Source: an optimization exercise on an open RTL-to-GDS flow (aim: small area, a short achievable clock period and few clock cycles per item). Production flows keep margins and buffers that such runs may drop.
Only simulation tests tie the RTL to the original design; equivalence was not proved.
No activity file was given, so power comes from the tool's default toggle rates.

===== design/flow/design.v =====
package sat_pkg;
  localparam int unsigned ADDR_W  = 32;
  localparam int unsigned COUNT_W = 5;
  localparam logic [1:0] OP_CLEAR = 2'd0;
  localparam logic [1:0] OP_LOAD  = 2'd1;
  localparam logic [1:0] OP_V2F   = 2'd2;
  localparam logic [1:0] OP_F2V   = 2'd3;
  localparam logic [1:0] STATUS_OK   = 2'd0;
  localparam logic [1:0] STATUS_MISS = 2'd1;
  localparam logic [1:0] STATUS_FULL = 2'd2;
  localparam logic [ADDR_W-1:0] FILE_ALIGN_RST = 32'd512;
  localparam logic [ADDR_W-1:0] SECT_ALIGN_RST = 32'd4096;
endpackage
module section_address_translator (
  input  logic               clk,
  input  logic               rst_n,
  input  logic               cfg_we,
  input  logic [0:0]         cfg_index,
  input  logic [sat_pkg::ADDR_W-1:0]  cfg_data,
  input  logic               in_valid,
  output logic               in_ready,
  input  logic [1:0]         in_op,
  input  logic [sat_pkg::ADDR_W-1:0]  in_address,
  input  logic [sat_pkg::ADDR_W-1:0]  in_raw_start,
  input  logic [sat_pkg::ADDR_W-1:0]  in_raw_size,
  input  logic [sat_pkg::ADDR_W-1:0]  in_virt_start,
  input  logic [sat_pkg::ADDR_W-1:0]  in_virt_size,
  output logic               out_valid,
  input  logic               out_ready,
  output logic [1:0]         out_status,
  output logic [sat_pkg::ADDR_W-1:0]  out_translated,
  output logic [sat_pkg::ADDR_W-1:0]  out_raw_end_rounded,
  output logic [sat_pkg::ADDR_W-1:0]  out_virt_end_rounded,
  output logic [sat_pkg::COUNT_W-1:0] out_entry_count
);
  localparam int N = 16;
  function automatic logic [N-1:0] msb_onehot(input logic [N-1:0] v);
    msb_onehot = '0;
    for (int i = 0; i < N; i++) if (v[i]) msb_onehot = N'(1) << i;
  endfunction
  function automatic logic [32:0] add32(input logic [31:0] x, input logic [31:0] y,
                                        input logic ci);
    logic [31:0] p, gg, pp;
    p  = x ^ y;
    gg = x & y;
    pp = p;
    gg[0] = gg[0] | (p[0] & ci);
    for (int l = 0; l < 5; l++)
      for (int k = 0; k < 32; k++)
        if (((k >> l) & 1) == 1) begin
          gg[k] = gg[k] | (pp[k] & gg[((k >> (l + 1)) << (l + 1)) + (1 << l) - 1]);
          pp[k] = pp[k] & pp[((k >> (l + 1)) << (l + 1)) + (1 << l) - 1];
        end
    add32 = {gg[31], p ^ {gg[30:0], ci}};
  endfunction
  function automatic logic ge(input logic [31:0] x, input logic [31:0] y);
    logic c;
    c = 1'b1;
    for (int k = 0; k < 32; k++) c = (x[k] & ~y[k]) | ((x[k] | ~y[k]) & c);
    ge = c;
  endfunction
  logic [31:0] fa_r, sa_r;
  logic        fa_p2, sa_p2;    
  logic [31:0] m_f, m_s;        
  always_ff @(posedge clk) begin
    if (!rst_n) begin
      fa_r <= sat_pkg::FILE_ALIGN_RST;
      sa_r <= sat_pkg::SECT_ALIGN_RST;
    end else if (cfg_we) begin
      if (cfg_index == 1'b0) fa_r <= cfg_data;
      else                   sa_r <= cfg_data;
    end
  end
  logic [32:0] fa_m1, sa_m1;
  logic        fa_p2n, sa_p2n;
  assign fa_m1  = add32(fa_r, 32'hFFFF_FFFF, 1'b0);
  assign sa_m1  = add32(sa_r, 32'hFFFF_FFFF, 1'b0);
  assign fa_p2n = (fa_r & fa_m1[31:0]) == 32'd0;
  assign sa_p2n = (sa_r & sa_m1[31:0]) == 32'd0;
  always_ff @(posedge clk) begin
    if (!rst_n) begin
      fa_p2 <= 1'b1;
      sa_p2 <= 1'b1;
      m_f   <= sat_pkg::FILE_ALIGN_RST - 32'd1;
      m_s   <= sat_pkg::SECT_ALIGN_RST - 32'd1;
    end else begin
      fa_p2 <= fa_p2n;
      sa_p2 <= sa_p2n;
      m_f   <= (fa_p2n && fa_m1[32]) ? fa_m1[31:0] : 32'd0;
      m_s   <= (sa_p2n && sa_m1[32]) ? sa_m1[31:0] : 32'd0;
    end
  end
  logic [N-1:0][31:0] s_rb, s_re, s_vb, s_ve;
  logic [N-1:0]       s_v;
  logic [4:0]         count_r;
  logic [3:0]         head_r;      
  logic p0_v, p1_v, p2_v, out_v, p0_w;
  logic p0_adv, p1_adv, p2_adv, p0_free, p1_free, p2_free, stall_out;
  logic full, ins_ok, tbl_ok, fire, ins, clr;
  logic slow, dv_need, dv_step, dv_done, dv_lane_s, dv_fin, dv_w33;
  logic [6:0] dv_cnt;
  logic [1:0] p0_op, p1_op, p2_op;
  assign full      = count_r[4];
  assign ins_ok    = (count_r == 5'd0) || ((head_r + 4'd1 - count_r[3:0]) == 4'd0);
  assign tbl_ok    = p0_op != sat_pkg::OP_LOAD || full || ins_ok;
  assign fire      = p0_v && !p0_w && tbl_ok;
  assign ins       = fire && p0_op == sat_pkg::OP_LOAD && !full;
  assign clr       = fire && p0_op == sat_pkg::OP_CLEAR;
  assign stall_out = out_v && !out_ready;
  assign p2_adv    = p2_v && !stall_out;
  assign p2_free   = !p2_v || p2_adv;
  assign slow      = !(fa_p2 && sa_p2);
  assign dv_need   = p1_v && p1_op == sat_pkg::OP_LOAD && slow;
  assign dv_step   = dv_need && !dv_done;
  assign p1_adv    = p1_v && p2_free && !dv_step;
  assign p1_free   = !p1_v || p1_adv;
  assign p0_adv    = p0_v && (p0_w || tbl_ok) && p1_free;
  assign p0_free   = !p0_v || p0_adv;
  assign in_ready  = p0_free;
  always_ff @(posedge clk) begin
    if (!rst_n) begin
      p0_v  <= 1'b0;
      p1_v  <= 1'b0;
      p2_v  <= 1'b0;
      out_v <= 1'b0;
    end else begin
      if (in_valid && p0_free) p0_v <= 1'b1;
      else if (p0_adv) p0_v <= 1'b0;
      if (p0_adv) p1_v <= 1'b1;
      else if (p1_adv) p1_v <= 1'b0;
      if (p1_adv) p2_v <= 1'b1;
      else if (p2_adv) p2_v <= 1'b0;
      if (p2_adv) out_v <= 1'b1;
      else if (out_ready) out_v <= 1'b0;
    end
  end
  assign out_valid = out_v;
  logic [31:0] p0_rs, p0_rz, p0_vs, p0_vz;   
  logic [4:0]  p0_cntr, count_nxt;
  logic        p0_fullr;
  logic [32:0] e_r, e_v;
  always_ff @(posedge clk) begin
    if (p0_free) begin
      p0_op <= in_op;
      p0_rs <= in_op[1] ? in_address : in_raw_start;
      p0_rz <= in_raw_size;
      p0_vs <= in_virt_start;
      p0_vz <= in_virt_size;
    end
  end
  assign e_r = add32(p0_rs, p0_rz, 1'b0);
  assign e_v = add32(p0_vs, p0_vz, 1'b0);
  always_comb begin
    count_nxt = count_r;
    if (p0_op == sat_pkg::OP_CLEAR) count_nxt = 5'd0;
    else if (p0_op == sat_pkg::OP_LOAD && !full) count_nxt = count_r + 5'd1;
  end
  always_ff @(posedge clk) begin
    if (!rst_n) p0_w <= 1'b0;
    else if (p0_free) p0_w <= 1'b0;
    else if (fire) p0_w <= 1'b1;
    if (fire) begin
      p0_cntr  <= count_nxt;
      p0_fullr <= full;
    end
  end
  always_ff @(posedge clk) begin
    for (int i = 1; i < N; i++) begin
      s_rb[i] <= s_rb[i-1];
      s_re[i] <= s_re[i-1];
      s_vb[i] <= s_vb[i-1];
      s_ve[i] <= s_ve[i-1];
    end
    if (ins) begin
      s_rb[0] <= p0_rs;
      s_re[0] <= e_r[31:0];
      s_vb[0] <= p0_vs;
      s_ve[0] <= e_v[31:0];
    end else begin
      s_rb[0] <= s_rb[N-1];
      s_re[0] <= s_re[N-1];
      s_vb[0] <= s_vb[N-1];
      s_ve[0] <= s_ve[N-1];
    end
  end
  always_ff @(posedge clk) begin
    if (!rst_n) begin
      s_v     <= '0;
      count_r <= 5'd0;
      head_r  <= 4'd0;
    end else begin
      if (clr) s_v <= '0;
      else s_v <= {s_v[N-2:0], ins ? 1'b1 : s_v[N-1]};
      if (fire) count_r <= count_nxt;
      head_r <= (ins && count_r == 5'd0) ? 4'd0 : head_r + 4'd1;
    end
  end
  logic [N-1:0] lowm_r;
  always_ff @(posedge clk) begin
    for (int i = 0; i < N; i++)
      lowm_r[i] <= (4'(i) <= ((rst_n && ins && count_r == 5'd0) ? 4'd0 : head_r + 4'd1));
  end
  logic [N-1:0] hit;
  always_comb begin
    for (int i = 0; i < N; i++)
      hit[i] = s_v[i] && ge(p0_rs, p0_op[0] ? s_rb[i] : s_vb[i])
                      && ge(p0_op[0] ? s_re[i] : s_ve[i], p0_rs);
  end
  logic [1:0]   p1_st;
  logic [4:0]   p1_cnt;
  logic [31:0]  p1_a, p1_b;    
  logic [N-1:0] p1_hit;        
  logic [31:0] dv_r, dv_d, dv_x, dv_y;
  logic [32:0] dv_sh, dv_sub;
  logic        dv_z;
  logic [6:0]  dv_cnt_n;
  assign dv_cnt_n  = dv_cnt + 7'd1;
  assign dv_d      = dv_lane_s ? sa_r : fa_r;
  assign dv_sh     = {dv_r, dv_lane_s ? p1_b[31] : p1_a[31]};
  assign dv_x      = dv_fin ? dv_d : dv_sh[31:0];
  assign dv_y      = dv_fin ? dv_r : dv_d;
  assign dv_sub    = add32(dv_x, ~dv_y, 1'b1);
  logic [32:0] rs_f, rs_s;
  logic [31:0] rnd_f, rnd_s;
  logic        z_f, z_s;
  assign z_f   = slow ? dv_z : (p1_a & m_f) == 32'd0;
  assign z_s   = slow ? dv_z : (p1_b & m_s) == 32'd0;
  assign rs_f  = add32(slow ? p1_a : (p1_a | m_f), slow ? dv_r : 32'd0, !slow);
  assign rs_s  = add32(slow ? p1_b : (p1_b | m_s), slow ? dv_r : 32'd0, !slow);
  assign rnd_f = z_f ? p1_a : rs_f[31:0];
  assign rnd_s = z_s ? p1_b : rs_s[31:0];
  always_ff @(posedge clk) begin
    if (p1_free) begin
      p1_op     <= p0_op;
      p1_cnt    <= p0_w ? p0_cntr : count_nxt;
      p1_st     <= (p0_op == sat_pkg::OP_LOAD && (p0_w ? p0_fullr : full)) ?
                   sat_pkg::STATUS_FULL : sat_pkg::STATUS_OK;
      p1_a      <= (p0_op == sat_pkg::OP_LOAD) ? e_r[31:0] : p0_rs;
      p1_b      <= e_v[31:0];
      p1_hit    <= {hit[N-2:0], hit[N-1]};
      dv_cnt    <= 7'd0;
      dv_r      <= 32'd0;
      dv_lane_s <= 1'b0;
      dv_fin    <= 1'b0;
      dv_w33    <= 1'b0;
      dv_done   <= 1'b0;
    end else begin
      p1_hit <= {p1_hit[N-2:0], p1_hit[N-1]};
      if (dv_step) begin
        dv_cnt    <= dv_cnt_n;
        dv_lane_s <= dv_cnt_n > 7'd33;
        dv_fin    <= dv_cnt_n == 7'd32 || dv_cnt_n == 7'd66;
        dv_w33    <= dv_cnt_n == 7'd33;
        dv_done   <= dv_cnt_n == 7'd67;
        if (dv_fin) begin
          dv_r <= dv_sub[31:0];
          dv_z <= dv_r == 32'd0 || dv_d == 32'd0;
        end else if (dv_w33) begin
          p1_a <= rnd_f;
          dv_r <= 32'd0;
        end else begin
          if (dv_lane_s) p1_b <= {p1_b[30:0], p1_b[31]};
          else           p1_a <= {p1_a[30:0], p1_a[31]};
          dv_r <= (dv_sh[32] || dv_sub[32]) ? dv_sub[31:0] : dv_sh[31:0];
        end
      end
    end
  end
  logic [N-1:0] hreq, sel;
  logic [31:0]  rb_sel, vb_sel;
  always_comb begin
    hreq = p1_hit & lowm_r;
    sel  = (hreq != '0) ? msb_onehot(hreq) : msb_onehot(p1_hit);
    rb_sel = '0;
    vb_sel = '0;
    for (int i = 0; i < N; i++) begin
      rb_sel = rb_sel | (s_rb[i] & {32{sel[i]}});
      vb_sel = vb_sel | (s_vb[i] & {32{sel[i]}});
    end
  end
  logic        p2_hit;
  logic [1:0]  p2_st;
  logic [4:0]  p2_cnt;
  logic [31:0] p2_x, p2_y, p2_a;   
  always_ff @(posedge clk) begin
    if (p2_free) begin
      p2_op  <= p1_op;
      p2_cnt <= p1_cnt;
      p2_hit <= p1_hit != '0;
      p2_st  <= p1_st;
      p2_a   <= p1_a;
      if (p1_op == sat_pkg::OP_LOAD) begin
        p2_x <= slow ? p1_a : rnd_f;
        p2_y <= rnd_s;
      end else begin
        p2_x <= p1_op[0] ? rb_sel : vb_sel;
        p2_y <= p1_op[0] ? vb_sel : rb_sel;
      end
    end
  end
  logic [31:0] cs_s, cs_c;
  logic [32:0] tr_sum;
  assign cs_s   = p2_y ^ p2_a ^ ~p2_x;
  assign cs_c   = (p2_y & p2_a) | (p2_y & ~p2_x) | (p2_a & ~p2_x);
  assign tr_sum = add32(cs_s, {cs_c[30:0], 1'b0}, 1'b1);
  always_ff @(posedge clk) begin
    if (p2_adv) begin
      out_entry_count      <= p2_cnt;
      out_status           <= p2_st;
      out_translated       <= 32'd0;
      out_raw_end_rounded  <= 32'd0;
      out_virt_end_rounded <= 32'd0;
      case (p2_op)
        sat_pkg::OP_LOAD: begin
          out_raw_end_rounded  <= p2_x;
          out_virt_end_rounded <= p2_y;
        end
        sat_pkg::OP_V2F, sat_pkg::OP_F2V: begin
          out_status     <= p2_hit ? sat_pkg::STATUS_OK : sat_pkg::STATUS_MISS;
          out_translated <= p2_hit ? tr_sum[31:0] : 32'hFFFF_FFFF;
        end
        default: ;
      endcase
    end
  end
endmodule

===== design/flow/constraint.sdc =====
create_clock -name core_clock -period 8.0 [get_ports {clk}]
set_input_delay 1.6000 -clock core_clock [delete_from_list [all_inputs] [get_ports {clk}]]
set_output_delay 1.6000 -clock core_clock [all_outputs]
set_load 0.01 [all_outputs]

===== design/flow/run.sh =====
#!/bin/bash
# synth_recipe.tcl (not shown) runs the flow's synth.tcl, then flattens the netlist and writes it again
# the make line also repeats each setting of config.mk as NAME=value (left out here)
make -C /OpenROAD-flow-scripts/flow DESIGN_CONFIG=/design/flow/config.mk WORK_HOME=/design/flow/orfs CLKGATE_MAP_FILE= SYNTH_SCRIPT=/design/flow/synth_recipe.tcl finish

===== design/flow/config.mk =====
export PLATFORM = sky130hd
export DESIGN_NAME = section_address_translator
export DESIGN_NICKNAME = section_address_translator
export VERILOG_FILES = /design/flow/design.v
export SDC_FILE = /design/flow/constraint.sdc
export NUM_CORES = 4
export LEC_CHECK = 0
export CAP_MARGIN = 20
export CORE_MARGIN = 2
export CORE_UTILIZATION = 45
export SETUP_SLACK_MARGIN = 4.0
export SLEW_MARGIN = 20

==> impl_metrics.tcl, run 1 <==
set metrics [dict create \
    critical_path.endpoint_type "primary output" \
    clkTransAtPathRegs_ps 60 \
    critPathArrivalTime_ps 3360 \
    num_rows 183 \
    dp_hpwl_mm 305.2 \
    cts_tree "done" \
    htree_levels 5 \
    finish.cell_count_without_fillers 14888 \
    switching_power_mw 11.78 \
    synth.cell_area_mm2 0.1124 \
    timing.setup.tns_ps 0 \
    synth.yosys.warnings 1 \
    yosys.cell_types.count 98 \
    comb_power_share_pct 20.3 \
    place.detailed.instances 13885 \
    power_density_mw_per_mm2 276.8 \
    yosysSeqAreaShare_pct 51.79 \
    via_per_inst 6.267 \
    worst_hold_path_type "reg2reg" \
    drtPass1Iterations 13 \
    synthToLayoutAreaGrowth_pct 24.24 \
    route.final.wire_length_mm 449.3 \
    grt_setup_unrepaired "true" \
    number_of_nets_in_the_layout 11851 \
    grt_max_degree 98 \
    numPortBuffers 304 \
    power.clock.fraction_pct 36.4 \
    net_switching_share_of_the_total_power_pct 30.48 \
    finalSetupViolCount 0 \
    final_design_utilization_pct 56.20 \
    initial_cell_density_of_the_core_pct 45.24 \
    final_design_area_no_fill_mm2 0.1396 \
    drt-initial-drc-count 12232 \
    max-cap-violations 0 \
    clock_latency_ps 980 \
    synth_top_cell_area_share_pct 40.65 \
    finalWeightedCongestion 1.035 \
    power.sequential.fraction_pct 43.3 \
    synth_commonest_cells "dfxtp_1 (2282), mux2i_1 (1051), nand2_1 (980)" \
    run_status "no timing/DRC/antenna violations" \
    grt_antenna_before_repair 24 \
    holdBufCountCts 0 \
    critical_path_required_ps 6400 \
    period_needed_ps 4959 \
    grt_pass1_vias 89080 \
    sinks_on_clock_net 2699 \
    netlist_instances 10784 \
    ios 305 \
    synth_seq_cells 2699 \
    antenna_violating_nets_post_route 0 \
    global_route.usage.total_pct 33.39 \
    synth-edff-count 417 \
    p_int_mw 26.86 \
    fin_skew_ps 65.27 \
    max_freq_ghz 0.2016 \
    cts_buffers 304 \
    timing_worst_setup_path_type "reg2out" \
    cp_max_fo 3 \
    asyncSetResetFlopFracSynth_pct 0 \
    timing.critical_path.from_type "register" \
    max_slew.worst_pin.slew_ps 1238 \
    grt_pass1_wl_mm 627.0 \
    dieHeight_um 503.7 \
    die_span_x_um 503.7 \
    routed-via-count 93299 \
    design_power_total_mw 38.64 \
    timing.slew.headroom_pct 17.47 \
    buffer_depth_of_the_longest_clock_path 4 \
    placed_area_mm2 0.1178 \
    final_hold_violating_endpoints 0 \
    power.ir.vdd_worst_uv 247.3 \
    clock_tree.root_cell "clkbuf_16" \
    final.hold.worst_slack_ps 291.6 \
    synth.most_common_cell "dfxtp_1" \
    yosysTopAreaCell "dfxtp_1" \
    synth_fp_nets 11308 \
    layout_setup_ws_ps 3041 \
    fp.coreArea_mm2 0.2484 \
    min_period_over_period_pct 61.99 \
    wl_per_cell_um 30.18 \
    slew_violations 0 \
    dieArea_mm2 0.2538 \
    post-route-drc-count 0 \
    share_of_final_layout_standard_cells_stronger_than_drive_strength_1_pct 19.52 \
    synthesis.area_per_instance_um2 10.42 \
    synth.top_cells.by_area "dfxtp_1 (41%), edfxtp_1 (11%), mux2i_1 (9.4%)" \
    detailedPlace.worstSlack_ps 2018 \
    cellLeakagePower_nw 55.19 \
    postSynth.topFlopCell "dfxtp_1" \
    grt-ovfl-total 0 \
]
## logic make-up after synthesis
logic type | after synthesis | synth area share [%]
AOI/OAI and AO/OA | 2924 | 17.62
DFF | 2699 | 51.79
and+or+nand+nor | 2434 | 9.791
muxes | 1164 | 10.49
buffers and inverters | 973 | 4.057
adders and majority gates | 451 | 5.168
xor gates and xnor gates | 139 | 1.083
## sequential cells by signal (all words and copies together) (netlist names), 16 cells and up
register,count
p2_x,32
s_ve,512
p1_hit,16
p2_y,32
p1_a,32
sa_r,32
p1_b,32
out_translated,32
p2_a,32
s_vb,512
fa_r,32
p0_rs,32
out_virt_end_rounded,32
m_f,32
s_re,512
p0_vz,32
m_s,32
p0_rz,32
out_raw_end_rounded,32
dv_r,32
s_v,16
p0_vs,32
s_rb,512
## worst max-delay path: stages (launching register included)
cell and delay, ps:
dfxtp_4 350, ha_4 160, xnor2_2 190, clkinv_2 110, ha_4 230, nor2_1 140
a21oi_2 80, a311oi_2 350, o41ai_2 130, nor2b_4 160, o21ai_4 160, buf_12 170
buf_12 150
## cells in the final DEF (no fill, tap or decap), types with 79 or more instances in the layout
cell type / n
clkdlybuf4s50_1: 302
a22oi_1: 299
buf_4: 355
clkbuf_16: 321
and2_1: 135
a21o_1: 134
inv_1: 264
nor2_1: 469
dfxtp_1: 2262
ha_1: 246
o21ai_1: 89
o21ai_0: 420
mux2i_1: 924
o22ai_1: 188
buf_6: 87
a221oi_1: 79
a21oi_2: 114
nand3_1: 258
a222oi_1: 187
nand2_1: 950
a31oi_1: 79
edfxtp_1: 417
a21oi_1: 476
nor3_1: 132
mux2_2: 100
o211ai_1: 97
## path summary, 6_finish.rpt
kind / start / endpoint / slack [ps] / cells past startpoint
worst max-delay path: head_r[0] / in_ready / 3040 / 12
worst min-delay path: s_re[249] / s_re[281] / 290 / 0
worst max register to register: p0_op[0] / p1_hit[3] / 3360 / 20
worst min register to register: s_re[249] / s_re[281] / 290 / 0
## layer usage
metal	vias up	wire length [um]	global-route usage, %
li1	40935	-	-
met1	46251	184900	45.02
met2	5099	190500	49.44
met3	1008	47460	8.627
met4	6	26450	16.73
met5	-	46	0
## power by group through the flow
stage,clock network (mW),logic (mW),registers [mW]
finish,14.1,7.85,16.7
global route,14.7,8.33,16.8
CTS,14.1,7.14,16.6
detailed placement,0,6.09,16.9
global placement,0,6.00,16.9
floorplan,0,4.23,16.2
## layout make-up
type                            count  area, um2
Tap cell                         3330       4167
Timing Repair Buffer              903      10340
Timing Repair inverter              4      57.56
Clock buffer                      413       8656
Sequential cell                  2699      58260
Fill cell                       20959     108800
Inverter                          298       1187
Clock inverter                    116       1277
Multi-Input combinational cell   7117      55670
Antenna cell                        8      20.02
## timing repair
item                                     CTS  global route
setup buffers                            260           131
pin swaps                                401           398
resized for setup                       1045           532
endpoints found under the hold margin      0             0
endpoints found under the setup margin   571           318
cloned                                    57            16
Testbench counts, summed over its fixed seeds: cycles 2,518, items 2,486.
==> inputs of run 2 (changes only) <==
--- a/design/flow/design.v
+++ b/design/flow/design.v
@@ -54,10 +54,23 @@
     add32 = {gg[31], p ^ {gg[30:0], ci}};
   endfunction
   function automatic logic ge(input logic [31:0] x, input logic [31:0] y);
-    logic c;
-    c = 1'b1;
-    for (int k = 0; k < 32; k++) c = (x[k] & ~y[k]) | ((x[k] | ~y[k]) & c);
-    ge = c;
+    logic [7:0] g, p;
+    logic       c;
+    for (int j = 0; j < 8; j++) begin
+      c    = 1'b0;
+      p[j] = 1'b1;
+      for (int k = 0; k < 4; k++) begin
+        c    = (x[4*j+k] & ~y[4*j+k]) | ((x[4*j+k] | ~y[4*j+k]) & c);
+        p[j] = p[j] & (x[4*j+k] | ~y[4*j+k]);
+      end
+      g[j] = c;
+    end
+    for (int w = 1; w < 8; w = w * 2)
+      for (int j = 0; j < 8; j = j + 2 * w) begin
+        g[j] = g[j+w] | (p[j+w] & g[j]);
+        p[j] = p[j+w] & p[j];
+      end
+    ge = g[0] | p[0];
   endfunction
   logic [31:0] fa_r, sa_r;
   logic        fa_p2, sa_p2;    
@@ -96,12 +109,12 @@
   logic [3:0]         head_r;      
   logic p0_v, p1_v, p2_v, out_v, p0_w;
   logic p0_adv, p1_adv, p2_adv, p0_free, p1_free, p2_free, stall_out;
-  logic full, ins_ok, tbl_ok, fire, ins, clr;
+  logic full, ins_ok, ins_ok_r, tbl_ok, fire, ins, clr;
   logic slow, dv_need, dv_step, dv_done, dv_lane_s, dv_fin, dv_w33;
   logic [6:0] dv_cnt;
   logic [1:0] p0_op, p1_op, p2_op;
   assign full      = count_r[4];
-  assign ins_ok    = (count_r == 5'd0) || ((head_r + 4'd1 - count_r[3:0]) == 4'd0);
+  assign ins_ok    = ins_ok_r;
   assign tbl_ok    = p0_op != sat_pkg::OP_LOAD || full || ins_ok;
   assign fire      = p0_v && !p0_w && tbl_ok;
   assign ins       = fire && p0_op == sat_pkg::OP_LOAD && !full;
@@ -195,6 +208,14 @@
       head_r <= (ins && count_r == 5'd0) ? 4'd0 : head_r + 4'd1;
     end
   end
+  logic [4:0] count_n;
+  logic [3:0] head_n;
+  assign count_n = fire ? count_nxt : count_r;
+  assign head_n  = (ins && count_r == 5'd0) ? 4'd0 : head_r + 4'd1;
+  always_ff @(posedge clk) begin
+    if (!rst_n) ins_ok_r <= 1'b1;
+    else ins_ok_r <= (count_n == 5'd0) || ((head_n + 4'd1 - count_n[3:0]) == 4'd0);
+  end
   logic [N-1:0] lowm_r;
   always_ff @(posedge clk) begin
     for (int i = 0; i < N; i++)
@@ -203,8 +224,8 @@
   logic [N-1:0] hit;
   always_comb begin
     for (int i = 0; i < N; i++)
-      hit[i] = s_v[i] && ge(p0_rs, p0_op[0] ? s_rb[i] : s_vb[i])
-                      && ge(p0_op[0] ? s_re[i] : s_ve[i], p0_rs);
+      hit[i] = s_v[i] && (p0_op[0] ? (ge(p0_rs, s_rb[i]) && ge(s_re[i], p0_rs))
+                                    : (ge(p0_rs, s_vb[i]) && ge(s_ve[i], p0_rs)));
   end
   logic [1:0]   p1_st;
   logic [4:0]   p1_cnt;
==> run 2 against run 1 <==
Effect of this change: final area grew 1.7%; sequential power shrank 3%; combinational power down 18%; critical endpoint is now m_f[20]; highest routed layer unchanged.
==> impl_metrics.tcl, run 2 <==
set metrics [dict create \
    run_status "no timing/DRC/antenna violations" \
    multi_input_comb_area_mm2 0.05778 \
    post-route-drc-count 0 \
    yosysSeqAreaShare_pct 49.94 \
    netlist_instances 11635 \
    dp_hpwl_mm 383.3 \
    synth_top_cell_area_share_pct 39.20 \
    power_density_mw_per_mm2 260.6 \
    switching_power_mw 11.16 \
    worst_hold_path_type "reg2reg" \
    cp_max_fo 4 \
    ff_latch_area_mm2 0.05829 \
    synth_fp_nets 12161 \
    sinks_on_clock_net 2700 \
    max_freq_ghz 0.2299 \
    drtPass1Iterations 13 \
    synth_seq_cells 2700 \
    p_int_mw 25.86 \
    power.clock.fraction_pct 38.9 \
    crit_path_top_delay_cell "or4_4" \
    finalSetupViolCount 0 \
    grt_antenna_before_repair 49 \
    synth.most_common_cell "dfxtp_1" \
    grt_setup_unrepaired "true" \
    synth.yosys.warnings 1 \
    synth-edff-count 417 \
    via_per_inst 6.552 \
    yosysTopAreaCell "dfxtp_1" \
    final_hold_violating_endpoints 0 \
    net_switching_share_of_the_total_power_pct 30.14 \
    timing.slew.headroom_pct 9.503 \
    yosys.cell_types.count 102 \
    drt-initial-drc-count 17253 \
    fin_skew_ps 61.76 \
    timing.critical_path.from_type "register" \
    holdBufCountCts 0 \
    cts_buffers 307 \
    most-common-layout-cells "dfxtp_1 (2253), nand2_1 (906), maj3_1 (785)" \
    power.sequential.fraction_pct 43.7 \
    crit_path_max_incr_delay_ps 430 \
    timing_worst_setup_path_type "reg2reg" \
    timing.setup.tns_ps 0 \
    critical_path_required_ps 8830 \
    dieHeight_um 513.0 \
    clkTransAtPathRegs_ps 60 \
    dieArea_mm2 0.2632 \
    clock_latency_ps 960 \
    layout.cells.most_common "dfxtp_1" \
    buffer_depth_of_the_longest_clock_path 4 \
    postSynth.topFlopCell "dfxtp_1" \
    worst_reg_to_reg_setup_slack_ps 3650 \
    grt_pass1_vias 95393 \
    finalWeightedCongestion 1.085 \
    slew_violations 0 \
    grt_pass1_wl_mm 734.8 \
    synth.cell_area_mm2 0.1166 \
    period_needed_ps 4349 \
    power.ir.vdd_worst_uv 242.9 \
    timing.critical_path.buf_inv 1 \
    cts_tree "done" \
    num_rows 186 \
    synthesis.area_per_instance_um2 10.02 \
    fp.coreArea_mm2 0.2572 \
    critPathArrivalTime_ps 5180 \
    wl_per_cell_um 34.09 \
    htree_levels 5 \
    antenna_violating_nets_post_route 0 \
    initial_cell_density_of_the_core_pct 45.34 \
    critPathTopFamily "simple AND/OR/NAND/NOR gates" \
    die_span_x_um 513.0 \
    min_period_over_period_pct 54.37 \
    cellLeakagePower_nw 53.72 \
    comb_power_share_pct 17.4 \
    max_slew.worst_pin.slew_ps 1346 \
    crit_chain "nor4_4 -> nand2_1 -> or4_4 -> or2_4 -> nor4_4 -> nand2_2 -> or3_4 -> or2_4 -> or3_4 -> ha_4 -> nor4_4 -> nand4_1 -> nor2_2 -> o41ai_4 -> or2_4 -> buf_12 -> nor2_4" \
    asyncSetResetFlopFracSynth_pct 0 \
    max-cap-violations 0 \
    route.final.wire_length_mm 536.3 \
    routed-via-count 103070 \
    share_of_final_layout_standard_cells_stronger_than_drive_strength_1_pct 15.38 \
    final.hold.worst_slack_ps 332.0 \
    ios 305 \
    numPortBuffers 304 \
    synth.top_cells.by_area "dfxtp_1 (39%), edfxtp_1 (11%), maj3_1 (7.3%)" \
    clock_tree.root_cell "clkbuf_16" \
    critical_path.endpoint_type "register" \
    global_route.usage.total_pct 38.61 \
    synthToLayoutAreaGrowth_pct 21.85 \
    num-fill-cells 22118 \
    number_of_nets_in_the_layout 12622 \
    grt_max_degree 101 \
    synth_commonest_cells "dfxtp_1 (2283), nand2_1 (918), maj3_1 (853)" \
    grt-ovfl-total 0 \
]
-- run 2: changes by cell type in the layout (fill, tap and decap cells not counted), moves of 105 or more --
| cell | delta |
|---|---|
| a22o_1 | +105 |
| a22oi_1 | -155 |
| inv_1 | +249 |
| maj3_1 | +719 |
| mux2i_1 | -855 |
| nand2b_1 | +292 |
| nand3_1 | -156 |
| nor2b_1 | +273 |
-- run 2: cell type report --
type	instances	share of cell area (%)
antenna	25	0.04404
multi-input combinational	7661	40.67
timing repair buffer	862	6.502
sequential	2700	41.03
inverter	561	1.638
tap	3384	2.980
timing repair inverter	3	0.01673
clock inverter	115	0.9855
clock buffer	421	6.131
-- run 2: power by group through the flow --
| stage | registers (mW) | logic (mW) | clock network [mW] |
|---|---|---|---|
| finish | 16.2 | 6.43 | 14.4 |
| CTS | 16.1 | 5.89 | 14.4 |
| floorplan | 15.7 | 3.38 | 0 |
| detailed placement | 16.3 | 5.35 | 0 |
| global route | 16.2 | 6.72 | 15.0 |
| global placement | 16.3 | 5.28 | 0 |
-- run 2: metrics by stage --
| step | instances | setup WS [ps] | total power, mW | cell area (um2) | util (%) |
|---|---|---|---|---|---|
| floorplan | 11635 | 2169 | 19.12 | 116800 | - |
| global placement | 14830 | 2477 | 21.62 | 123500 | 48.01 |
| detailed placement | 14832 | 2452 | 21.70 | 123500 | 48.04 |
| CTS | 15597 | 3701 | 36.40 | 138700 | 53.93 |
| global route | 15713 | 3552 | 37.93 | 142000 | 55.23 |
| finish | 15732 | 3651 | 37.02 | 142100 | 55.25 |
-- run 2: layer usage --
layer  vias up  wire [um]  part of all wire [%]  GRT usage [%]
li1      43898          -                     -              -
met1     50609     217600                    41          53.20
met2      7147     208700                    39          52.19
met3      1386      76030                    14          14.70
met4        30      33690                   6.3          19.13
met5         -        215                 0.040              0
-- run 2: logic make-up (layout without fill, tap and decap cells) --
group | count (synthesis) | count (layout) | share of synthesized area (%)
xor gates and xnor gates | 147 | 147 | 1.104
muxes | 147 | 147 | 1.331
AOI/OAI and AO/OA | 3222 | 3225 | 19.34
adders and majority gates | 1229 | 1229 | 11.72
buffers and inverters | 1285 | 1962 | 4.229
other | 0 | 25 | 0
and+or+nand+nor | 2905 | 2913 | 12.34
DFF | 2700 | 2700 | 49.94
-- run 2: final timing paths --
path,from,to,cells past startpoint
setup / recovery,fa_r[11],m_f[20],17
hold / removal,s_ve[76],s_ve[108],0
setup reg to reg,fa_r[11],m_f[20],17
hold reg to reg,s_ve[76],s_ve[108],0
-- run 2: worst register-to-register path: cells and delay by family (launching register included) --
kind | cells | cell delay [ps]
adder cells (fa/ha/maj) | 1 | 170
flip-flops | 1 | 370
AO/OA/AOI/OAI | 1 | 110
buffers and inverters | 1 | 160
AND/OR/NAND/NOR | 14 | 3440
-- run 2: what timing repair did --
item / in CTS / in global routing
gates cloned: 32 / 11
setup endpoints to repair: 324 / 218
pin swaps: 159 / 231
setup buffers: 197 / 95
gates resized for setup: 652 / 510
Testbench counts of run 2, summed over its fixed seeds: cycles 2,518, items 2,486.
==> inputs of run 3 (changes only) <==
--- a/design/flow/config.mk
+++ b/design/flow/config.mk
@@ -8,5 +8,6 @@
 export CAP_MARGIN = 20
 export CORE_MARGIN = 2
 export CORE_UTILIZATION = 45
+export CTS_BUF_LIST = sky130_fd_sc_hd__clkbuf_8
 export SETUP_SLACK_MARGIN = 4.0
 export SLEW_MARGIN = 20
==> run 3 against run 2 <==
Effect of this change: still clean on timing, DRC and antenna; area after synthesis stayed put; combinational power barely moved; fmax is 2.5% lower; cell count is 1.8% higher; worst setup slack lost 110 ps; first-iteration DRC count is 1.6% higher; critical endpoint is now in_ready; highest routed layer unchanged.
==> impl_metrics.tcl, run 3 <==
set metrics [dict create \
    adder_cell_share_of_the_synthesized_area_pct 11.72 \
    post-route-drc-count 0 \
    clock_latency_ps 1120 \
    cts_buffers 455 \
    drt-initial-drc-count 17529 \
    finalSetupViolCount 0 \
    reg2reg_depth 34 \
    die_span_x_um 513.0 \
    route.final.wire_length_mm 537.5 \
    cellLeakagePower_nw 54.21 \
    netlist_instances 11635 \
    dp_hpwl_mm 383.3 \
    synth_commonest_cells "dfxtp_1 (2283), nand2_1 (918), maj3_1 (853)" \
    synth.yosys.warnings 1 \
    global_route.usage.total_pct 38.61 \
    synthesis.area_per_instance_um2 10.02 \
    layout.cells.most_common "dfxtp_1" \
    max_freq_ghz 0.2241 \
    holdBufCountCts 0 \
    critPathArrivalTime_ps 2860 \
    drtPass1Iterations 13 \
    timing.setup.tns_ps 0 \
    timing.critical_path.buf_inv 5 \
    synth_area_in_simple_gates_pct 12.34 \
    top_layer "met5" \
    final_hold_violating_endpoints 0 \
    htree_levels 5 \
    crit_path_end "in_ready" \
    final.hold.worst_slack_ps 321.8 \
    crit_path_top_delay_cell "edfxtp_1" \
    period_needed_ps 4462 \
    cts_tree "done" \
    routed-via-count 104116 \
    synth_seq_cells 2700 \
    number_of_nets_in_the_layout 12765 \
    power_density_mw_per_mm2 251.8 \
    via_per_inst 6.500 \
    rr_startpoint "p1_op[1]" \
    worst_hold_path_type "reg2reg" \
    fp.coreArea_mm2 0.2572 \
    dieHeight_um 513.0 \
    critical_path_required_ps 6400 \
    ios 305 \
    clkTransAtPathRegs_ps 70 \
    buffer_depth_of_the_longest_clock_path 4 \
    synth.cell_area_mm2 0.1166 \
    finalWeightedCongestion 1.085 \
    critPathTopFamily "buffers and inverters" \
    slew_violations 0 \
    fin_skew_ps 84.04 \
    numPortBuffers 304 \
    initial_cell_density_of_the_core_pct 45.34 \
    synth-edff-count 417 \
    share_of_final_layout_standard_cells_stronger_than_drive_strength_1_pct 16.91 \
    worst-path-stages 9 \
    sinks_on_clock_net 2700 \
    synth_fp_nets 12161 \
    postSynth.topFlopCell "dfxtp_1" \
    most_used_cell_along_the_critical_path "buf_12" \
    grt_pass1_vias 96484 \
    r2r_end "dv_r[7]" \
    max_slew.worst_pin.slew_ps 1281 \
    final_design_utilization_pct 55.04 \
    wl_per_cell_um 33.55 \
    min_period_over_period_pct 55.78 \
    power.ir.vdd_worst_uv 191.7 \
    crit_path_max_incr_delay_ps 420 \
    crit_chain "buf_12 -> nor2_4 -> nand4b_1 -> buf_4 -> buf_12 -> nand2_8 -> o21ai_4 -> buf_12 -> buf_8" \
    cp_max_fo 35 \
    synth.most_common_cell "dfxtp_1" \
    worst_setup_path_startpoint "p1_op[1]" \
    asyncSetResetFlopFracSynth_pct 0 \
    clock_tree.root_cell "clkbuf_8" \
    synth_xor_area_share_pct 1.104 \
    post_route_m1_wl_mm 217.3 \
    grt_antenna_before_repair 59 \
    antenna_violating_nets_post_route 0 \
    yosys.cell_types.count 102 \
    yosysSeqAreaShare_pct 49.94 \
    critical_path.endpoint_type "primary output" \
    synth_top_family_by_area "compound AO/OA/AOI/OAI gates" \
    timing_worst_setup_path_type "reg2out" \
    wl_met2_mm 209.4 \
    worst_reg_to_reg_setup_slack_ps 3600 \
    num_rows 186 \
    run_status "no timing/DRC/antenna violations" \
    grt-ovfl-total 0 \
    muxShareOfSynthArea_pct 1.331 \
    synthToLayoutAreaGrowth_pct 21.39 \
    most-common-layout-cells "dfxtp_1 (2249), nand2_1 (902), maj3_1 (791)" \
    grt_max_degree 101 \
    timing.critical_path.from_type "register" \
    grt_setup_unrepaired "true" \
    synth_compound_gate_area_share_pct 19.34 \
    wl_met3_mm 77.53 \
    max-cap-violations 0 \
    timing.slew.headroom_pct 13.86 \
    dieArea_mm2 0.2632 \
    yosysTopAreaCell "dfxtp_1" \
    grt_pass1_wl_mm 735.8 \
    synth.top_cells.by_area "dfxtp_1 (39%), edfxtp_1 (11%), maj3_1 (7.3%)" \
    synth_top_cell_area_share_pct 39.20 \
]
run 3: cell counts after synthesis:
No cell type changed its count.
run 3: layer usage:
| layer | vias up | track usage (%) |
|---|---|---|
| met4 | 46 | 19.55 |
| met5 | - | 0 |
| met1 | 51040 | 53.17 |
| met2 | 7346 | 51.98 |
| met3 | 1441 | 14.75 |
| li1 | 44243 | - |
run 3: where the power goes:
group | internal, mW | switching [mW]
combinational | 2.48 | 3.95
clock | 7.06 | 5.97
sequential | 14.9 | 1.31
run 3: layout make-up:
class | count | area (um2)
flip-flops and latches | 2700 | 58300
multi-input cells | 7662 | 57920
well taps | 3384 | 4234
clock buffers | 559 | 7694
diodes | 24 | 60.06
repair inverters | 4 | 35.03
fillers | 22370 | 115600
inverters | 561 | 2337
clock inverters | 270 | 1826
repair buffers | 855 | 9124
run 3: cells by family (layout without fill, tap and decap cells):
kind of cell,Yosys count,in the layout
AOI/OAI and AO/OA,3222,3225
and+or+nand+nor,2905,2914
DFF,2700,2700
buffers and inverters,1285,2249
adders and majority gates,1229,1229
xor gates and xnor gates,147,147
muxes,147,147
other,0,24
run 3: timing repair:
item                       CTS  global route
gates resized for setup    644           563
gates cloned                31            13
setup endpoints to repair  323           247
pin swaps                  148           272
setup buffers              186           101
run 3: how the worst min path moves through the flow:
stage	startpoint	to	slack [ps]	depth (start not counted)
detailed placement	s_ve[224]	s_ve[256]	330	0
finish	s_re[73]	s_re[105]	320	0
global placement	s_re[192]	s_re[224]	330	0
floorplan	s_re[96]	s_re[128]	320	0
global route	s_ve[69]	s_ve[101]	320	0
CTS	s_ve[69]	s_ve[101]	310	0
run 3: per-stage QoR:
stage	power [mW]	worst slack (ps)	instance area [um2]	std cells
final	35.64	3538	141500	16019
after CTS	35.00	3551	137900	15878
after floorplan	19.12	2169	116800	11635
after global placement	21.62	2477	123500	14830
after global routing	36.61	3473	141500	16005
after detailed placement	21.70	2452	123500	14832
==> inputs of run 4 (changes only) <==
--- a/design/flow/design.v
+++ b/design/flow/design.v
@@ -84,12 +84,15 @@
       else                   sa_r <= cfg_data;
     end
   end
-  logic [32:0] fa_m1, sa_m1;
+  function automatic logic [31:0] above(input logic [31:0] a);
+    for (int i = 0; i < 32; i++) above[i] = (a >> (i + 1)) != 32'd0;
+  endfunction
+  logic [31:0] fa_ab, sa_ab;
   logic        fa_p2n, sa_p2n;
-  assign fa_m1  = add32(fa_r, 32'hFFFF_FFFF, 1'b0);
-  assign sa_m1  = add32(sa_r, 32'hFFFF_FFFF, 1'b0);
-  assign fa_p2n = (fa_r & fa_m1[31:0]) == 32'd0;
-  assign sa_p2n = (sa_r & sa_m1[31:0]) == 32'd0;
+  assign fa_ab  = above(fa_r);
+  assign sa_ab  = above(sa_r);
+  assign fa_p2n = (fa_r & fa_ab) == 32'd0;
+  assign sa_p2n = (sa_r & sa_ab) == 32'd0;
   always_ff @(posedge clk) begin
     if (!rst_n) begin
       fa_p2 <= 1'b1;
@@ -99,8 +102,8 @@
     end else begin
       fa_p2 <= fa_p2n;
       sa_p2 <= sa_p2n;
-      m_f   <= (fa_p2n && fa_m1[32]) ? fa_m1[31:0] : 32'd0;
-      m_s   <= (sa_p2n && sa_m1[32]) ? sa_m1[31:0] : 32'd0;
+      m_f   <= fa_p2n ? fa_ab : 32'd0;
+      m_s   <= sa_p2n ? sa_ab : 32'd0;
     end
   end
   logic [N-1:0][31:0] s_rb, s_re, s_vb, s_ve;
@@ -110,7 +113,7 @@
   logic p0_v, p1_v, p2_v, out_v, p0_w;
   logic p0_adv, p1_adv, p2_adv, p0_free, p1_free, p2_free, stall_out;
   logic full, ins_ok, ins_ok_r, tbl_ok, fire, ins, clr;
-  logic slow, dv_need, dv_step, dv_done, dv_lane_s, dv_fin, dv_w33;
+  logic slow, dv_act, dv_step, dv_lane_s, dv_fin, dv_w33;
   logic [6:0] dv_cnt;
   logic [1:0] p0_op, p1_op, p2_op;
   assign full      = count_r[4];
@@ -123,14 +126,18 @@
   assign p2_adv    = p2_v && !stall_out;
   assign p2_free   = !p2_v || p2_adv;
   assign slow      = !(fa_p2 && sa_p2);
-  assign dv_need   = p1_v && p1_op == sat_pkg::OP_LOAD && slow;
-  assign dv_step   = dv_need && !dv_done;
+  assign dv_step   = dv_act;
   assign p1_adv    = p1_v && p2_free && !dv_step;
   assign p1_free   = !p1_v || p1_adv;
   assign p0_adv    = p0_v && (p0_w || tbl_ok) && p1_free;
   assign p0_free   = !p0_v || p0_adv;
   assign in_ready  = p0_free;
   always_ff @(posedge clk) begin
+    if (!rst_n) dv_act <= 1'b0;
+    else if (p1_free) dv_act <= p0_adv && p0_op == sat_pkg::OP_LOAD && slow;
+    else if (dv_cnt == 7'd66) dv_act <= 1'b0;
+  end
+  always_ff @(posedge clk) begin
     if (!rst_n) begin
       p0_v  <= 1'b0;
       p1_v  <= 1'b0;
@@ -264,7 +271,6 @@
       dv_lane_s <= 1'b0;
       dv_fin    <= 1'b0;
       dv_w33    <= 1'b0;
-      dv_done   <= 1'b0;
     end else begin
       p1_hit <= {p1_hit[N-2:0], p1_hit[N-1]};
       if (dv_step) begin
@@ -272,7 +278,6 @@
         dv_lane_s <= dv_cnt_n > 7'd33;
         dv_fin    <= dv_cnt_n == 7'd32 || dv_cnt_n == 7'd66;
         dv_w33    <= dv_cnt_n == 7'd33;
-        dv_done   <= dv_cnt_n == 7'd67;
         if (dv_fin) begin
           dv_r <= dv_sub[31:0];
           dv_z <= dv_r == 32'd0 || dv_d == 32'd0;
==> run 4 against run 3 <==
Effect of this change: sequential cell count shrank 2; total power is 4.5% higher; die area shrank 0.34%; critical path type is now reg2reg; via count shrank 4.1%; clock power about the same; still clean on timing, DRC and antenna; combinational power up 19%; final area decreased by 1.5%; worst setup slack worse by 130 ps; wire length down 7.5%; non-clock buffer count down 112; clock-buffer cell count grew 2.
==> impl_metrics.tcl, run 4 <==
set metrics [dict create \
    timing.critical_path.from_type "register" \
    share_of_final_layout_standard_cells_stronger_than_drive_strength_1_pct 16.61 \
    worst_hold_path_type "reg2reg" \
    fp.coreArea_mm2 0.2569 \
    timing_worst_setup_path_type "reg2reg" \
    slew_violations 0 \
    cts_buffers 451 \
    min_period_over_period_pct 57.41 \
    drt-initial-drc-count 13863 \
    synth-edff-count 417 \
    final_hold_violating_endpoints 0 \
    worst_reg_to_reg_setup_slack_ps 3410 \
    netlist_instances 11447 \
    clock_tree.root_cell "clkbuf_8" \
    max_slew.worst_pin.slew_ps 1274 \
    final.hold.worst_slack_ps 317.8 \
    synth_commonest_cells "dfxtp_1 (2281), maj3_1 (983), nand2_1 (839)" \
    postSynth.topFlopCell "dfxtp_1" \
    synth_fp_nets 11900 \
    cts_tree "done" \
    synth.cell_area_mm2 0.1162 \
    layout_setup_ws_ps 3407 \
    synth.top_cells.by_area "dfxtp_1 (39%), edfxtp_1 (11%), maj3_1 (8.5%)" \
    num_rows 186 \
    synthesis.area_per_instance_um2 10.15 \
    most-common-layout-cells "dfxtp_1 (2266), maj3_1 (836), nand2_1 (810)" \
    power_density_mw_per_mm2 267.2 \
    initial_cell_density_of_the_core_pct 45.22 \
    synth_seq_cells 2698 \
    dieHeight_um 512.1 \
    via_per_inst 6.350 \
    fin_skew_ps 90.58 \
    crit_chain "buf_12 -> mux2_4 -> mux2i_1 -> ha_2 -> inv_2 -> fa_2 -> a21o_1 -> a21o_1 -> a2111o_1 -> a31o_4 -> a211o_4 -> a21oi_4 -> nor3_2 -> o211ai_1 -> buf_4 -> o211ai_1 -> buf_4 -> a21oi_4 -> buf_12 -> a21o_1 -> a21oi_2" \
    routed-via-count 99822 \
    yosys.cell_types.count 99 \
    htree_levels 5 \
    wl_per_cell_um 31.62 \
    timing.setup.tns_ps 0 \
    worst-path-stages 21 \
    timing.critical_path.buf_inv 5 \
    dieArea_mm2 0.2623 \
    synth.most_common_cell "dfxtp_1" \
    cp_max_fo 7 \
    layout.cells.most_common "dfxtp_1" \
    synth.yosys.warnings 1 \
    finalWeightedCongestion 1.087 \
    holdBufCountCts 0 \
    grt_max_degree 107 \
    r2r_end "dv_r[14]" \
    asyncSetResetFlopFracSynth_pct 0 \
    clkTransAtPathRegs_ps 60 \
    grt_pass1_wl_mm 696.3 \
    grt_pass1_vias 94852 \
    crit_path_end "dv_r[14]" \
    clock_latency_ps 1080 \
    critical_path.endpoint_type "register" \
    crit_path_max_incr_delay_ps 420 \
    die_span_x_um 512.1 \
    most_used_cell_along_the_critical_path "a21o_1" \
    rr_startpoint "p1_a[31]" \
    detailedPlace.worstSlack_ps 2251 \
    worst_setup_path_startpoint "p1_a[31]" \
    sinks_on_clock_net 2698 \
    yosysSeqAreaShare_pct 50.08 \
    global_route.usage.total_pct 36.17 \
    critPathArrivalTime_ps 5490 \
    reg2reg_depth 21 \
    period_needed_ps 4593 \
    numPortBuffers 304 \
    holdPathStages 0 \
    dp_hpwl_mm 353.8 \
    max_freq_ghz 0.2177 \
    grt_setup_unrepaired "true" \
    run_status "no timing/DRC/antenna violations" \
    ios 305 \
    grt_antenna_before_repair 25 \
    antenna_violating_nets_post_route 0 \
    synthToLayoutAreaGrowth_pct 19.99 \
    drtPass1Iterations 9 \
    max-cap-violations 0 \
    timing.slew.headroom_pct 14.44 \
    yosysTopAreaCell "dfxtp_1" \
    number_of_nets_in_the_layout 12390 \
    route.final.wire_length_mm 497.1 \
    power.ir.vdd_worst_uv 174.0 \
    critPathTopFamily "compound AO/OA/AOI/OAI gates" \
    crit_path_top_delay_cell "edfxtp_1" \
    critical_path_required_ps 8900 \
    post-route-drc-count 0 \
    synth_top_cell_area_share_pct 39.30 \
    cellLeakagePower_nw 53.73 \
    finalSetupViolCount 0 \
    grt-ovfl-total 0 \
    buffer_depth_of_the_longest_clock_path 4 \
]
## run 4: cell types whose count changed after synthesis, moves of 37 or more
cell      previous run  this run
a21boi_0            64       123
ha_1               262       189
o21ai_0            564       520
a21oi_1            621       487
mux2_2              54       122
nor2_1             551       592
inv_1              540       501
nand4_1            116        70
nand2_1            918       839
a22o_1             137        95
maj3_1             853       983
a222oi_1           267       180
a22oi_1            147       330
nand2b_1           323       286
## run 4: cell families after synthesis
group	share of synthesized area [%]
AOI/OAI and AO/OA	18.75
and+or+nand+nor	11.51
buffers and inverters	4.105
xor gates and xnor gates	1.191
DFF	50.08
muxes	2.072
adders and majority gates	12.29
## run 4: layout make-up
cell class                 count  area, um2
tap                         3384       4234
timing repair buffer         743       8187
fill                       22502     117500
timing repair inverter         3      33.78
inverter                     511       2153
sequential                  2698      58210
clock buffer                 561       7721
clock inverter               257       1587
antenna                       34      85.08
multi-input combinational   7529      57210
## run 4: worst min-delay path by stage
stage | start | end
detailed placement | s_re[384] | s_re[416]
global placement | s_re[288] | s_re[320]
floorplan | s_re[96] | s_re[128]
CTS | s_re[356] | s_re[388]
global route | s_re[356] | s_re[388]
finish | s_re[356] | s_re[388]
## run 4: repair_timing
| item | in CTS | in global routing |
|---|---|---|
| gates cloned | 33 | 3 |
| setup endpoints to repair | 344 | 209 |
| resized for setup | 647 | 457 |
| endpoints found under the hold margin | 0 | 0 |
| setup buffers | 120 | 84 |
| pin swaps | 217 | 321 |
## run 4: report_power, final
part | switching [mW] | internal (mW) | leakage, nW
registers | 1.69 | 15.2 | 23.0
clock network | 5.82 | 6.88 | 5.40
logic | 4.62 | 3.02 | 25.3
total | 12.1 | 25.1 | 53.7
## run 4: through the flow
step | util [%] | instance area, um2 | power, mW | instances
2_1_floorplan | - | 116400 | 20.37 | 11447
3_3_place_gp | 47.74 | 122700 | 23.30 | 14624
3_5_place_dp | 47.75 | 122700 | 23.39 | 14625
4_1_cts | 53.25 | 136800 | 36.61 | 15596
5_1_grt | 54.25 | 139400 | 38.36 | 15706
6_report | 54.26 | 139400 | 37.26 | 15720
## run 4: routing by layer
layer	part of all wire [%]	GRT usage [%]	vias to the layer above
li1	-	-	43213
met1	41	49.02	49150
met2	40	50.71	6152
met3	11	10.49	1293
met4	7.1	21.64	14
met5	0.037	0	-
## run 4: worst register-to-register path: stages, from the launching register on
cell and delay (ps):
edfxtp_1 420, buf_12 180, mux2_4 310, mux2i_1 160
ha_2 200, inv_2 40, fa_2 340, a21o_1 170
a21o_1 190, a2111o_1 400, a31o_4 250, a211o_4 360
a21oi_4 180, nor3_2 70, o211ai_1 220, buf_4 160
o211ai_1 160, buf_4 210, a21oi_4 170, buf_12 140
a21o_1 100, a21oi_2 50
Testbench counts of run 4, summed over its fixed seeds: cycles 2,518, items 2,486.

==> re-timing with driven ports <==
No port has a modelled driver above. Below, the same layouts with a new extraction and two added sets of constraints.
Step 1 (the two cells are an assumption about what drives the block):
set clk [get_ports {clk}]
set_driving_cell -lib_cell sky130_fd_sc_hd__clkbuf_16 $clk
set_driving_cell -lib_cell sky130_fd_sc_hd__buf_2 [delete_from_list [all_inputs] $clk]
Step 2, shift: input delay + t, output delay - t, t = (earliest + latest rising clock arrival at the registers) / 2. This alone moves slack from input paths to output paths.
a / b / c = ideal / step 1 / step 2; a / b = the first two.
run	t, ns	setup WS [ns]	worst hold slack (ns)	clock arrival spread, ns	cell pins on the clock port's net
run 1	1.035	3.041 / 2.946 / 2.926	0.292 / 0.292 / 0.292	0.091 / 0.090	1
run 2	1.038	3.651 / 3.556 / 3.145	0.332 / 0.332 / 0.332	0.064 / 0.064	1
run 3	1.187	3.538 / 3.438 / 3.117	0.322 / 0.322 / 0.322	0.095 / 0.094	1
run 4	1.123	3.407 / 3.407 / 3.281	0.318 / 0.318 / 0.318	0.095 / 0.095	1
After both steps every run listed still meets setup and hold. The setup slack of run 2, which loses most, moves by -0.095 ns with the drivers and by -0.506 ns with both steps.
